This design comes from an exercise in tuning for small area on the open sky130 flow, not from production work. Only simulation tests tie the RTL to the original design; equivalence was not proved.

==> job 6179 <==
==> flow/design.v (excerpt) <==
module snakeArenaTop #(
	parameter int NUM_VENOMS = 3,
	parameter int MAX_HEALTH = 3
) (
	input  logic       vga_clk,
	input  logic       rstN,
	input  snakeArenaPkg::coordT      drawX,
	input  snakeArenaPkg::coordT      drawY,
	input  logic       blank,
	input  snakeArenaPkg::coordT      snake1X,
	input  snakeArenaPkg::coordT      snake1Y,
	input  snakeArenaPkg::coordT      snake2X,
	input  snakeArenaPkg::coordT      snake2Y,
	input  logic [NUM_VENOMS*10-1:0]      venomX,
	input  logic [NUM_VENOMS*10-1:0]      venomY,
	input  logic [NUM_VENOMS*10-1:0]      venomR,
	input  logic [NUM_VENOMS-1:0] venomActive,
	input  snakeArenaPkg::pixelColor  bgPixel,
	input  snakeArenaPkg::pixelColor  snake1Pixel,
	input  snakeArenaPkg::pixelColor  snake2Pixel,
	output logic [3:0] red,
	output logic [3:0] green,
	output logic [3:0] blue,
	output snakeArenaPkg::healthT     snake2Health,
	output logic       snake1Won
);
Settings: LEC_CHECK=0, CAP_MARGIN=20, CORE_MARGIN=2, CORE_UTILIZATION=40, CTS_BUF_LIST=sky130_fd_sc_hd__clkbuf_4, CTS_CLUSTER_SIZE=20, GPL_TIMING_DRIVEN=0, SLEW_MARGIN=20, SYNTH_HIERARCHICAL=1; clock period 14.0 ns.
run.sh (not shown) runs the stock make flow with config.mk's settings and CLKGATE_MAP_FILE= SYNTH_SCRIPT=/design/flow/synth_recipe.tcl, a recipe that flattens the netlist after the stock synthesis.
==> job 1128 (differences from job 6179) <==
==> flow/flow/run.sh (new file) <==
#!/bin/bash
# The standard layout, with each port buffered by the smallest buffer
# (buf_1) instead of the one buffer_ports picks by default.
set -euo pipefail
export BUFFER_PORTS_ARGS="-buffer_cell sky130_fd_sc_hd__buf_1"
bash standard.sh > standard.log 2>&1
==> flow/standard.sh (new file) <==
#!/bin/bash
# synth_recipe.tcl (not shown) runs the flow's synth.tcl, then flattens the netlist and writes it again
# the make line also repeats each setting of config.mk as NAME=value (left out here)
make -C /OpenROAD-flow-scripts/flow DESIGN_CONFIG=/design/flow/config.mk WORK_HOME=/design/flow/orfs CLKGATE_MAP_FILE= SYNTH_SCRIPT=/design/flow/synth_recipe.tcl "${@:-finish}"
removed: flow/run.sh
==> summary of the runs <==
Job 1128 passed the timing, DRC and antenna checks. Job 6179 passed the timing, DRC and antenna checks. Utilization: job 6179 is higher than job 1128 (3.4 points). Against job 1128, the register-to-register slack of job 6179 is better by 30 ps. Wire length: job 1128 is smaller than job 6179 (about 1%). Against job 1128, the first-iteration DRC count of job 6179 is larger by about 25%. In job 1128 the global-route usage is lower than in job 6179, by 0.30 points. Between job 1128 and job 6179, the lower cell area is in job 1128 (gap about 7%, measured against job 6179). In job 1128 the maximum frequency is larger than in job 6179, by 3.9%.

==> inputs of run a <==
snakeArenaTop, a different RTL version from the one above (not shown whole).
==> module healthTracker, before the edit <==
module healthTracker #(
	parameter int MAX_HEALTH = 3
) (
	input  snakeArenaPkg::coordT  drawX,
	input  snakeArenaPkg::coordT  drawY,
	input  logic   snake2On,
	input  logic   venomOn,
	input  logic   hitLatch,
	input  snakeArenaPkg::healthT snake2Health,
	input  logic   snake1Won,
	output logic   hitLatchNext,
	output snakeArenaPkg::healthT snake2HealthNext,
	output logic   snake1WonNext
);
	logic hitNow;
	logic frameStart;
	logic lose;
	assign hitNow = snake2On && venomOn;
	assign frameStart = (drawX == '0) && (drawY == '0);
	assign hitLatchNext = frameStart ? hitNow : (hitLatch || hitNow);
	assign lose = frameStart && hitLatch && (snake2Health != '0);
	assign snake2HealthNext = lose ? snake2Health - 1'b1 : snake2Health;
	assign snake1WonNext = snake1Won || (lose && (snake2Health == snakeArenaPkg::healthT'(1)));
endmodule
==> module pixelCompositor, before the edit <==
module pixelCompositor (
	input  logic       blank,
	input  snakeArenaPkg::pixelColor  bgPixel,
	input  snakeArenaPkg::pixelColor  snake1Pixel,
	input  snakeArenaPkg::pixelColor  snake2Pixel,
	input  logic       snake1On,
	input  logic       snake2On,
	input  logic       venomOn,
	input  logic       heartOn,
	output snakeArenaPkg::pixelColor  nextPix
);
	logic use1, use2, useBg;
	logic passN;
	logic heartN;
	logic [11:0] selN;
	assign use1 = snake1On;
	assign use2 = ~snake1On & snake2On;
	assign useBg = ~snake1On & ~snake2On;
	assign passN = ~blank | heartOn | venomOn;
	assign heartN = ~(blank & heartOn);
	for (genvar b = 0; b < 12; b++) begin : gBit
		pixSel i_sel (
			.e1(use1), .e2(use2), .e3(useBg),
			.a(snake1Pixel.raw[b]), .b(snake2Pixel.raw[b]), .c(bgPixel.raw[b]),
			.yN(selN[b])
		);
		if (HEART_COLOR[b]) begin : gRed
			assign nextPix.raw[b] = ~((selN[b] | passN) & heartN);
		end else begin : gOther
			assign nextPix.raw[b] = ~(selN[b] | passN);
		end
	end
endmodule
export LEC_CHECK = 0
export CAP_MARGIN = 20
export CORE_MARGIN = 2
export CORE_UTILIZATION = 40
export CTS_BUF_LIST = sky130_fd_sc_hd__clkbuf_4
export SLEW_MARGIN = 20
export SYNTH_HIERARCHICAL = 1
create_clock -name core_clock -period 14.0 [get_ports {vga_clk}]
standard.sh (not shown) runs the stock make flow with config.mk's settings and CLKGATE_MAP_FILE= SYNTH_SCRIPT=/design/flow/synth_recipe.tcl, a recipe that flattens the netlist after the stock synthesis.
==> flow/flow/run.sh <==
#!/bin/bash
# The standard layout, with each port buffered by the smallest buffer
# (buf_1) instead of the one buffer_ports picks by default.
set -euo pipefail
export BUFFER_PORTS_ARGS="-buffer_cell sky130_fd_sc_hd__buf_1"
bash standard.sh > standard.log 2>&1
==> run b (differences from run a) <==
--- a/flow/design.v
+++ b/flow/design.v
@@ -1066,13 +1066,12 @@
 	output logic   snake1WonNext
 );
-	logic hitNow;
 	logic frameStart;
 	logic lose;
-	assign hitNow = snake2On && venomOn;
-	assign frameStart = (drawX == '0) && (drawY == '0);
-	assign hitLatchNext = frameStart ? hitNow : (hitLatch || hitNow);
-	assign lose = frameStart && hitLatch && (snake2Health != '0);
-	assign snake2HealthNext = lose ? snake2Health - 1'b1 : snake2Health;
-	assign snake1WonNext = snake1Won || (lose && (snake2Health == snakeArenaPkg::healthT'(1)));
+	assign frameStart = ~(|drawX) & ~(|drawY);
+	assign hitLatchNext = (snake2On & venomOn) | (hitLatch & ~frameStart);
+	assign lose = frameStart & hitLatch & (snake2Health[1] | snake2Health[0]);
+	assign snake2HealthNext[0] = snake2Health[0] ^ lose;
+	assign snake2HealthNext[1] = snake2Health[1] ^ (lose & ~snake2Health[0]);
+	assign snake1WonNext = snake1Won | (lose & snake2Health[0] & ~snake2Health[1]);
 endmodule
 `timescale 1ns/1ps
@@ -1128,7 +1127,7 @@
 		);
 		if (HEART_COLOR[b]) begin : gRed
-			assign nextPix.raw[b] = ~((selN[b] | passN) & heartN);
+			pixGate #(.FORCE(1'b1)) i_gate (.selN(selN[b]), .passN(passN), .heartN(heartN), .y(nextPix.raw[b]));
 		end else begin : gOther
-			assign nextPix.raw[b] = ~(selN[b] | passN);
+			pixGate #(.FORCE(1'b0)) i_gate (.selN(selN[b]), .passN(passN), .heartN(heartN), .y(nextPix.raw[b]));
 		end
 	end
@@ -1145,4 +1144,18 @@
 	assign yN = ~((e1 & a) | (e2 & b) | (e3 & c));
 endmodule
+module pixGate #(
+	parameter logic FORCE = 1'b0
+) (
+	input  logic selN,
+	input  logic passN,
+	input  logic heartN,
+	output logic y
+);
+	if (FORCE) begin : gForce
+		assign y = ~((selN | passN) & heartN);
+	end else begin : gPass
+		assign y = ~(selN | passN);
+	end
+endmodule
 `timescale 1ns/1ps
 import snakeArenaPkg::*;
CTS_CLUSTER_SIZE = 20   (was not set)
GPL_TIMING_DRIVEN = 0   (was not set)
==> run c (differences from run a) <==
--- a/flow/design.v
+++ b/flow/design.v
@@ -1066,13 +1066,12 @@
 	output logic   snake1WonNext
 );
-	logic hitNow;
 	logic frameStart;
 	logic lose;
-	assign hitNow = snake2On && venomOn;
-	assign frameStart = (drawX == '0) && (drawY == '0);
-	assign hitLatchNext = frameStart ? hitNow : (hitLatch || hitNow);
-	assign lose = frameStart && hitLatch && (snake2Health != '0);
-	assign snake2HealthNext = lose ? snake2Health - 1'b1 : snake2Health;
-	assign snake1WonNext = snake1Won || (lose && (snake2Health == snakeArenaPkg::healthT'(1)));
+	assign frameStart = ~(|drawX) & ~(|drawY);
+	assign hitLatchNext = (snake2On & venomOn) | (hitLatch & ~frameStart);
+	assign lose = frameStart & hitLatch & (snake2Health[1] | snake2Health[0]);
+	assign snake2HealthNext[0] = snake2Health[0] ^ lose;
+	assign snake2HealthNext[1] = snake2Health[1] ^ (lose & ~snake2Health[0]);
+	assign snake1WonNext = snake1Won | (lose & snake2Health[0] & ~snake2Health[1]);
 endmodule
 `timescale 1ns/1ps
==> flow/run.sh (new file) <==
#!/bin/bash
# synth_recipe.tcl (not shown) runs the flow's synth.tcl, then flattens the netlist and writes it again
# the make line also repeats each setting of config.mk as NAME=value (left out here)
make -C /OpenROAD-flow-scripts/flow DESIGN_CONFIG=/design/flow/config.mk WORK_HOME=/design/flow/orfs CLKGATE_MAP_FILE= SYNTH_SCRIPT=/design/flow/synth_recipe.tcl finish
GPL_TIMING_DRIVEN = 0   (was not set)
removed: flow/flow/run.sh
removed: flow/standard.sh
==> run d (differences from run a) <==
--- a/flow/design.v
+++ b/flow/design.v
@@ -1066,13 +1066,12 @@
 	output logic   snake1WonNext
 );
-	logic hitNow;
 	logic frameStart;
 	logic lose;
-	assign hitNow = snake2On && venomOn;
-	assign frameStart = (drawX == '0) && (drawY == '0);
-	assign hitLatchNext = frameStart ? hitNow : (hitLatch || hitNow);
-	assign lose = frameStart && hitLatch && (snake2Health != '0);
-	assign snake2HealthNext = lose ? snake2Health - 1'b1 : snake2Health;
-	assign snake1WonNext = snake1Won || (lose && (snake2Health == snakeArenaPkg::healthT'(1)));
+	assign frameStart = ~(|drawX) & ~(|drawY);
+	assign hitLatchNext = (snake2On & venomOn) | (hitLatch & ~frameStart);
+	assign lose = frameStart & hitLatch & (snake2Health[1] | snake2Health[0]);
+	assign snake2HealthNext[0] = snake2Health[0] ^ lose;
+	assign snake2HealthNext[1] = snake2Health[1] ^ (lose & ~snake2Health[0]);
+	assign snake1WonNext = snake1Won | (lose & snake2Health[0] & ~snake2Health[1]);
 endmodule
 `timescale 1ns/1ps
GPL_TIMING_DRIVEN = 0   (was not set)
==> comparison <==
In run d the wire length is smaller than in run b, by about 1.1%.
The highest global-route usage belongs to run b, the lowest to run d.
Worst setup slack: run b is higher than run c (0.30 ns).
In run c the fmax is lower than in run d, by about 3.7%.
In critical path depth, run d and run c do not differ.
Clock skew: run d > run b > run c > run a.
The lowest final cell count belongs to run b, the highest to run a.
Between run d and run c, the lower via count is in run c (gap 0.41%, measured against run c).

[afterwards: timing with drivers on the ports]
In the flow no input, the clock included, has a driving cell. The finished layouts below were timed again as built, in two steps. Step 1 (the two cells are an assumption about what drives the block):
set clk [get_ports {vga_clk}]
set_driving_cell -lib_cell sky130_fd_sc_hd__clkbuf_16 $clk
set_driving_cell -lib_cell sky130_fd_sc_hd__buf_2 [delete_from_list [all_inputs] $clk]
Step 2, shift: input delay + t, output delay - t, t = (earliest + latest rising clock arrival at the registers) / 2. This alone moves slack from input paths to output paths. Three values: no drivers, after step 1, after step 2; two values: the first two.
| run | shift t [ns] | slack for setup (ns) | worst register clock-pin slew, ns | pins driven straight from the clock port |
|---|---|---|---|---|
| job 6179 | 0.295 | 1.160 / 1.155 / 0.860 | 0.09 / 0.09 | 1 |
| job 1128 | 0.303 | 1.636 / 1.629 / 1.326 | 0.09 / 0.09 | 1 |
| run a | 0.292 | 1.267 / 1.265 / 0.973 | 0.09 / 0.09 | 1 |
| run b | 0.310 | 0.775 / 0.767 / 0.457 | 0.10 / 0.10 | 1 |
| run c | 0.306 | 0.470 / 0.462 / 0.156 | 0.10 / 0.10 | 1 |
| run d | 0.303 | 0.964 / 0.958 / 0.655 | 0.10 / 0.10 | 1 |
After both steps every run listed still meets setup and hold. The setup slack of run b, which loses most, moves by -0.008 ns with the drivers and by -0.318 ns with both steps.
